This design comes from an exercise in tuning for small area on the open sky130 flow, not from production work.
RTL that was checked went through simulation tests only; none was proved equivalent to the original.
Power figures rest on the tool's default switching activity, not on a simulated workload.

## north
==> flow/design.v (excerpt) <==
module si_countrate #(
    parameter int WORD_WIDTH = 4,
    parameter int CNT_WIDTH  = 16
) (
    input  logic                     clk,
    input  logic                     rst,
    input  logic                     s_axis_tvalid,
    output logic                     s_axis_tready,
    input  logic [WORD_WIDTH-1:0]    s_axis_tkeep,
    input  logic [5*WORD_WIDTH-1:0]  s_axis_channel,
    input  logic [64*WORD_WIDTH-1:0] s_axis_tagtime,
    input  logic [WORD_WIDTH-1:0]    s_axis_rising_edge,
    input  logic [7:0]               wb_adr_i,
    input  logic [31:0]              wb_dat_i,
    output logic [31:0]              wb_dat_o,
    input  logic                     wb_we_i,
    input  logic                     wb_stb_i,
    input  logic                     wb_cyc_i,
    output logic                     wb_ack_o
);
Size: ~7700 cells after synthesis, about 1500 flip-flops.
export LEC_CHECK = 0
export CAP_MARGIN = 20
export CORE_MARGIN = 2
export CORE_UTILIZATION = 40
export SLEW_MARGIN = 20
create_clock -name core_clock -period 12.0 [get_ports {clk}]
run.sh (not shown) runs the stock make flow with config.mk's settings and CLKGATE_MAP_FILE= SYNTH_SCRIPT=/design/flow/synth_recipe.tcl, a recipe that flattens the netlist after the stock synthesis.
### north -> south
--- a/flow/design.v
+++ b/flow/design.v
@@ -206,51 +206,68 @@
         s2_pre_q   <= pre_d;
         s2_post_q  <= post_d;
         s2_ch_q    <= s1_ch_q;
         s2_close_q <= b_found;
         s2_gap_q   <= gap_d;
     end
     logic [CNT_WIDTH-1:0] sat_pre [NCH];
     logic [CNT_WIDTH-1:0] live_d  [NCH];
     logic                 sat_hit;
     logic                 live_keep;
     logic                 snap_take;
+    logic [3:0] hpre  [WORD_WIDTH];
+    logic [3:0] hpost [WORD_WIDTH];
+    logic [7:0] lo8   [WORD_WIDTH];
+    always_comb begin
+        for (int i = 0; i < WORD_WIDTH; i++) begin
+            for (int k = 0; k < 4; k++) begin
+                hpre[i][k]  = s2_pre_q[i]  & (s2_ch_q[i*5+3 +: 2] == 2'(k));
+                hpost[i][k] = s2_post_q[i] & (s2_ch_q[i*5+3 +: 2] == 2'(k));
+            end
+            for (int j = 0; j < 8; j++) begin
+                lo8[i][j] = (s2_ch_q[i*5 +: 3] == 3'(j));
+            end
+        end
+    end
     always_comb begin
         logic [WORD_WIDTH-1:0] a, p;
-        logic [2:0] pc, qc;
-        logic       s1, c1, cc;
-        logic [3:0] lo;
+        logic       s1, k1, k2, k3, c3;
+        logic [2:0] lo, qc;
         logic       allhi, sat;
         logic [CNT_WIDTH:3] cy;
         sat_hit = 1'b0;
         for (int c = 0; c < NCH; c++) begin
             for (int i = 0; i < WORD_WIDTH; i++) begin
-                a[i] = (s2_ch_q[i*5 +: 5] == 5'(c)) & s2_pre_q[i];
-                p[i] = (s2_ch_q[i*5 +: 5] == 5'(c)) & s2_post_q[i];
-            end
-            s1 = a[0] ^ a[1] ^ a[2];
-            c1 = (a[0] & a[1]) | (a[2] & (a[0] ^ a[1]));
-            pc = {c1 & s1 & a[3], c1 ^ (s1 & a[3]), s1 ^ a[3]};
-            s1 = p[0] ^ p[1] ^ p[2];
-            c1 = (p[0] & p[1]) | (p[2] & (p[0] ^ p[1]));
-            qc = {c1 & s1 & p[3], c1 ^ (s1 & p[3]), s1 ^ p[3]};
-            lo    = {1'b0, live_q[c][2:0]} + {1'b0, pc};
+                a[i] = hpre[i][c >> 3]  & lo8[i][c & 7];
+                p[i] = hpost[i][c >> 3] & lo8[i][c & 7];
+            end
+            s1 = live_q[c][0] ^ a[0] ^ a[1];
+            k1 = (live_q[c][0] & a[0]) | (a[1] & (live_q[c][0] ^ a[0]));
+            lo[0] = s1 ^ a[2] ^ a[3];
+            k2 = (s1 & a[2]) | (a[3] & (s1 ^ a[2]));
+            lo[1] = live_q[c][1] ^ k1 ^ k2;
+            k3 = (live_q[c][1] & k1) | (k2 & (live_q[c][1] ^ k1));
+            lo[2] = live_q[c][2] ^ k3;
+            c3    = live_q[c][2] & k3;
             allhi = &live_q[c][CNT_WIDTH-1:3];
-            sat   = lo[3] & allhi;
-            cy[3] = lo[3] & ~allhi;
-            sat_pre[c][2:0] = lo[2:0] | {3{sat}};
+            sat   = c3 & allhi;
+            cy[3] = c3 & ~allhi;
+            sat_pre[c][2:0] = lo | {3{sat}};
             for (int b = 3; b < CNT_WIDTH; b++) begin
                 sat_pre[c][b] = live_q[c][b] ^ cy[b];
                 cy[b+1]       = live_q[c][b] & cy[b];
             end
-            if ((pc != 3'd0) && allhi && (lo[3] || (lo[2:0] == 3'd7))) sat_hit = 1'b1;
+            if ((a != '0) && allhi && (c3 || (lo == 3'd7))) sat_hit = 1'b1;
+            s1 = p[0] ^ p[1] ^ p[2];
+            k1 = (p[0] & p[1]) | (p[2] & (p[0] ^ p[1]));
+            qc = {k1 & s1 & p[3], k1 ^ (s1 & p[3]), s1 ^ p[3]};
             live_d[c] = s2_close_q ? CNT_WIDTH'(qc) : sat_pre[c];
         end
     end
     assign live_keep = ~rst & ctrl_en_q;
     assign snap_take = live_keep & s2_close_q;
     always_ff @(posedge clk) begin
         for (int c = 0; c < NCH; c++) begin
             live_q[c] <= live_keep ? live_d[c] : '0;
             if (snap_take) begin
                 snap_q[c] <= sat_pre[c];
             end
Notes after the runs:
north -> south: critical path depth increased by a few percent. Fraction of power consumed by combinational cells down 0.3 points in south wrt north. Compared to north, south has mapped cell area 2.6% lower. Of the two values seen for master of the slowest instance on the critical path, nor4_2 was produced by south and fa_1 by north. Clock network area share: lower on north. In the flow results for south and north, the non-clock buffering overhead in the final layout is smaller on north.
Only the layout flow was run in north; the RTL was not checked for function there.

[static timing again, ports no longer ideal]
In the flow no input, the clock included, has a driving cell. The finished layouts below were timed again as built, in two steps. Step 1 (the two cells are an assumption about what drives the block):
set clk [get_ports {clk}]
set_driving_cell -lib_cell sky130_fd_sc_hd__clkbuf_16 $clk
set_driving_cell -lib_cell sky130_fd_sc_hd__buf_2 [delete_from_list [all_inputs] $clk]
Step 2 moves the port delays by t, midway between the first and last clock arrival at a register: inputs arrive t later, outputs are due t later. That takes back most of the time a late clock gives input paths. Slacks: no drivers / after step 1 / after step 2; pairs: no drivers / after step 1.
run | t, ns | setup slack, ns | worst setup path after step 2
north | 0.927 | 0.498 / 0.566 / -0.361 | input to register
south | 0.925 | 0.717 / 0.790 / -0.135 | input to register
With both steps, setup timing fails in north and south, where it was met with ideal ports. The setup slack of north, which loses most, moves by +0.068 ns with the drivers and by -0.859 ns with both steps.
